This design comes from an exercise in tuning for small area, a short achievable clock period and few clock cycles per item on the open sky130 flow, not from production work.
Function was checked by simulation only, so behaviour that the tests miss may differ from the original.
Power and IR drop assume default switching activity.

Design mult_stage, start of the top module:
module mult_stage
(
  input  logic                            i_clk,
  input  logic                            i_rst,
  input  logic                            FS_rdy,
  output logic                            FS_ack,
  input  logic [32:0]                     i_ctl,
  input  logic [PEROW*DWD-1:0]            i_input,
  input  logic [PEROW*DWD-1:0]            i_weight,
  input  logic [PEROW*PSUMDWD-1:0]        i_psum,
  output logic                            MS_rdy,
  input  logic                            MS_ack,
  output logic [PEROW*PSUMDWD-1:0]        o_prod,
  output logic [PEROW*PSUMDWD-1:0]        o_psum,
  output logic [7:0]                      o_ctl
);
  mult_stage_pkg::ms_ctl_t ctl;
  assign ctl = i_ctl;
  function automatic [3:0] numt_oh(input [NTW-1:0] n);
    case (n)
      3'd0, 3'd1: numt_oh = 4'b0001;
      3'd2:       numt_oh = 4'b0010;
      3'd3:       numt_oh = 4'b0100;
      default:    numt_oh = 4'b1000;
    endcase
  endfunction
  logic full, is_mul, is_x;
  logic [3:0] sa, wen;
  logic [DWD-1:0] mx, nmx;
  logic [11:0] nmc;
  logic [PEROW*PSUMDWD-1:0] cs_s, cs_c, s_q, c_q;
  assign MS_rdy = full;
  assign FS_ack = FS_rdy && (!full || MS_ack);
  assign is_x   = ctl.mode == XNOR;
  assign is_mul = (ctl.mode != XNOR) && (ctl.mode <= P4);
  assign sa     = {4{is_mul}} & numt_oh(ctl.inumt);
  assign wen    = {ctl.wnumt >= 3'd4, ctl.wnumt >= 3'd3, ctl.wnumt >= 3'd2, 1'b1};
  assign mx     = {DWD{is_x}} & ctl.au_mask;
  assign nmx    = {DWD{is_x}} & ~ctl.au_mask;
  ...
Size in the first run: about 3,900 cells after synthesis, about 560 I/O pins, roughly 41,000 um^2 of cells after synthesis.
==> flow/config.mk <==
export PLATFORM = sky130hd
export DESIGN_NAME = mult_stage
export DESIGN_NICKNAME = mult_stage
export VERILOG_FILES = /design/flow/design.v
export SDC_FILE = /design/flow/constraint.sdc
export NUM_CORES = 4
export LEC_CHECK = 0
export CAP_MARGIN = 20
export CORE_MARGIN = 2
export CORE_UTILIZATION = 40
export SETUP_SLACK_MARGIN = 4.4
export SLEW_MARGIN = 20
export TNS_END_PERCENT = 10
==> flow/constraint.sdc <==
create_clock -name core_clock -period 10.0 [get_ports {i_clk}]
set_input_delay 2.0000 -clock core_clock [delete_from_list [all_inputs] [get_ports {i_clk}]]
set_output_delay 2.0000 -clock core_clock [all_outputs]
set_load 0.01 [all_outputs]
standard.sh (not shown) runs the stock make flow with config.mk's settings and CLKGATE_MAP_FILE= SYNTH_SCRIPT=/design/flow/synth_recipe.tcl, a recipe that flattens the netlist after the stock synthesis.
==> flow/flow/run.sh <==
#!/bin/bash
# The standard layout, with every port buffered by a minimum-size buffer
# (sky130_fd_sc_hd__buf_1) instead of the delay cell buffer_ports picks by itself.
set -euo pipefail
bash standard.sh "BUFFER_PORTS_ARGS=-buffer_cell sky130_fd_sc_hd__buf_1" finish > standard_make.log 2>&1
Testbench counts at the start, summed over its fixed seeds: cycles 3,208, items 3,200.
==> next run, changes <==
Settings changed: ABC_CLOCK_PERIOD_IN_PS set to 4500, SETUP_SLACK_MARGIN 4.4 to 4.5, TNS_END_PERCENT 10 to 20.
Outcome:
- The new run produced a clean layout
- cell count came out higher slightly
- flip-flop and latch count is unchanged
- routed wire length came out higher slightly
- core utilization came out higher by 0.63 points
- sequential power barely changes
- global-route usage came out higher by 0.26 points
- clock skew stays flat
- non-clock buffer count came out higher by 36
==> next run, changes <==
Settings changed: ABC_CLOCK_PERIOD_IN_PS 4500 to unset, CORE_UTILIZATION 40 to 48, TNS_END_PERCENT 20 to 10.
Die area is lower by 16%.
Global-route usage is higher by 3.4 points.
Total power is lower by 2.0%.

mult_stage, a different RTL version from the one above (not shown whole).
Size in the first run: about 4,400 cells after synthesis, roughly 390 flip-flops, roughly 0.043 mm2 of cells after synthesis.
export LEC_CHECK = 0
export CAP_MARGIN = 20
export CORE_MARGIN = 2
export CORE_UTILIZATION = 40
export SLEW_MARGIN = 20
create_clock -name core_clock -period 10.0 [get_ports {i_clk}]
Scripts as last shown in full above: flow/flow/run.sh
Testbench counts at the start, summed over its fixed seeds: cycles 3,208, items 3,200.
Change:
--- a/flow/config.mk
+++ b/flow/config.mk
@@ -9,3 +9,5 @@
 export CORE_MARGIN = 2
 export CORE_UTILIZATION = 40
+export CTS_BUF_LIST = sky130_fd_sc_hd__clkbuf_4 sky130_fd_sc_hd__clkbuf_8
+export SETUP_SLACK_MARGIN = 4.5
 export SLEW_MARGIN = 20
Power rose by 6.2%.
Setup slack gains 1000 ps.
Die area does not change.
Via count rose by 2.4%.
Hold slack loses 7.6 ps.
Sequential power rose by about 2%.
Sequential share of layout area fell by 0.98 points.
Non-clock buffer count rose by 84.
Register-to-register slack gains 360 ps.
Count of clock-buffer cells in the layout rose by 34.
Maximum frequency rose by 17%.
Change:
--- a/flow/config.mk
+++ b/flow/config.mk
@@ -9,5 +9,4 @@
 export CORE_MARGIN = 2
 export CORE_UTILIZATION = 40
-export CTS_BUF_LIST = sky130_fd_sc_hd__clkbuf_4 sky130_fd_sc_hd__clkbuf_8
-export SETUP_SLACK_MARGIN = 4.5
 export SLEW_MARGIN = 20
+export SYNTH_HIERARCHICAL = 1
After rerunning: The changed run completed with no timing, DRC or antenna violations. Global-route usage goes down by 1.5 points. First-iteration DRC count is higher by 8.4%. Total power came out lower by about 8%. Die area increases by 4.9%. Worst setup slack got worse by 1300 ps. Core utilization falls by 3.8 points. Clock skew drops by 17 ps.
Change:
--- a/flow/config.mk
+++ b/flow/config.mk
@@ -9,4 +9,4 @@
 export CORE_MARGIN = 2
 export CORE_UTILIZATION = 40
+export SETUP_SLACK_MARGIN = 4.5
 export SLEW_MARGIN = 20
-export SYNTH_HIERARCHICAL = 1
Effect:
- The changed run produced a clean layout
- register-to-register slack improves by 450 ps
- synthesized area falls by 4.7%
- via count came out higher by 5.7%
- worst hold slack gets worse by 15 ps

== oak ==
RTL: one of the versions met above, not the one the previous note started from.
For scale: roughly 380 flip-flops, about 560 I/O pins.
==> flow/config.mk <==
export PLATFORM = sky130hd
export DESIGN_NAME = mult_stage
export DESIGN_NICKNAME = mult_stage
export VERILOG_FILES = /design/flow/design.v
export SDC_FILE = /design/flow/constraint.sdc
export NUM_CORES = 4
export LEC_CHECK = 0
export ABC_CLOCK_PERIOD_IN_PS = 3500
export CAP_MARGIN = 20
export CORE_MARGIN = 2
export CORE_UTILIZATION = 40
export SETUP_SLACK_MARGIN = 4.5
export SLEW_MARGIN = 20
export TNS_END_PERCENT = 20
==> flow/constraint.sdc <==
create_clock -name core_clock -period 10.0 [get_ports {i_clk}]
set_input_delay 2.0000 -clock core_clock [delete_from_list [all_inputs] [get_ports {i_clk}]]
set_output_delay 2.0000 -clock core_clock [all_outputs]
set_load 0.01 [all_outputs]
Scripts as last shown in full above: flow/flow/run.sh
Testbench counts of oak, summed over its fixed seeds: cycles 3,208, items 3,200.
For pine, these inputs were changed with respect to oak:
Settings: ABC_CLOCK_PERIOD_IN_PS no longer set, was 3500.
Diff oak -> pine: clock network contribution to total cell area roughly the same, maximum frequency roughly the same, DRC violations left roughly the same.
#### Input delta (birch over pine)
Settings: SETUP_SLACK_MARGIN: 4.5 -> 4.4.
Results
Compared with pine, birch shows a combinational power that is about 1% lower.
Compared with pine, in birch first-pass GRT wire length flat, net total in the final layout did not really move, combinational power share now sits lower, largest incremental delay on the critical path shows a reduction of 0.07 ns.
On sequential share of layout area, birch tracks pine almost exactly.
Total global-route track usage: pine vs birch — no meaningful difference
Modified inputs, maple compared to birch
Settings: a change of SETUP_SLACK_MARGIN from 4.4 to 4.5; a change of TNS_END_PERCENT from 20 to 10; a change of CORE_UTILIZATION from 40 to 35.
Findings:
[maple] routed length on met1 rose about 3.3% relative to birch. Number of rows created at floorplan: maple higher than birch. The lower post-CTS resize count came out of maple. In the reports for birch and maple, the smaller sequential share of layout area belongs to maple. Maximum number of pins on one net before global-route repair of maple falls short of that of birch by a few percent. Looking at first-pass GRT wire length, maple sits about 1.6% above birch. The setup slack of maple is smaller than that of birch. Placeable core region: lower on birch.

-- static timing again, ports no longer ideal --
In the flow no input, the clock included, has a driving cell. The finished layouts below were timed again as built, in two steps.
Step 1, drivers: a clkbuf_16 drives i_clk and a buf_2 each remaining input, both assumed.
Step 2, shift: input delay + t, output delay - t, t = (earliest + latest rising clock arrival at the registers) / 2. This alone moves slack from input paths to output paths.
a / b / c = no drivers / after step 1 / after step 2; a / b = the first two.
run | shift t [ns] | setup WS [ns] | worst register clock-pin slew, ns | pins driven straight from the clock port
the first run of note 1 | 0.696 | 4.158 / 4.178 / 3.500 | 0.06 / 0.06 | 1
the second run of note 1 | 0.697 | 4.239 / 4.172 / 3.661 | 0.07 / 0.07 | 1
the third run of note 1 | 0.661 | 4.142 / 4.069 / 3.608 | 0.06 / 0.06 | 1
the first run of note 2 | 0.689 | 3.208 / 3.252 / 2.564 | 0.07 / 0.07 | 1
the second run of note 2 | 0.782 | 4.219 / 4.156 / 3.722 | 0.07 / 0.07 | 1
the third run of note 2 | 0.695 | 2.938 / 2.984 / 2.289 | 0.06 / 0.06 | 1
the fourth run of note 2 | 0.679 | 4.314 / 4.248 / 3.748 | 0.06 / 0.06 | 1
oak | 0.697 | 4.239 / 4.172 / 3.661 | 0.07 / 0.07 | 1
pine | 0.697 | 4.239 / 4.172 / 3.661 | 0.07 / 0.07 | 1
birch | 0.696 | 4.235 / 4.169 / 3.688 | 0.06 / 0.06 | 1
maple | 0.703 | 4.177 / 4.114 / 3.698 | 0.06 / 0.06 | 1
After both steps every run listed still meets setup and hold. For the first run of note 1, which loses most, drivers alone change the setup slack by +0.020 ns; drivers and shift together by -0.658 ns.
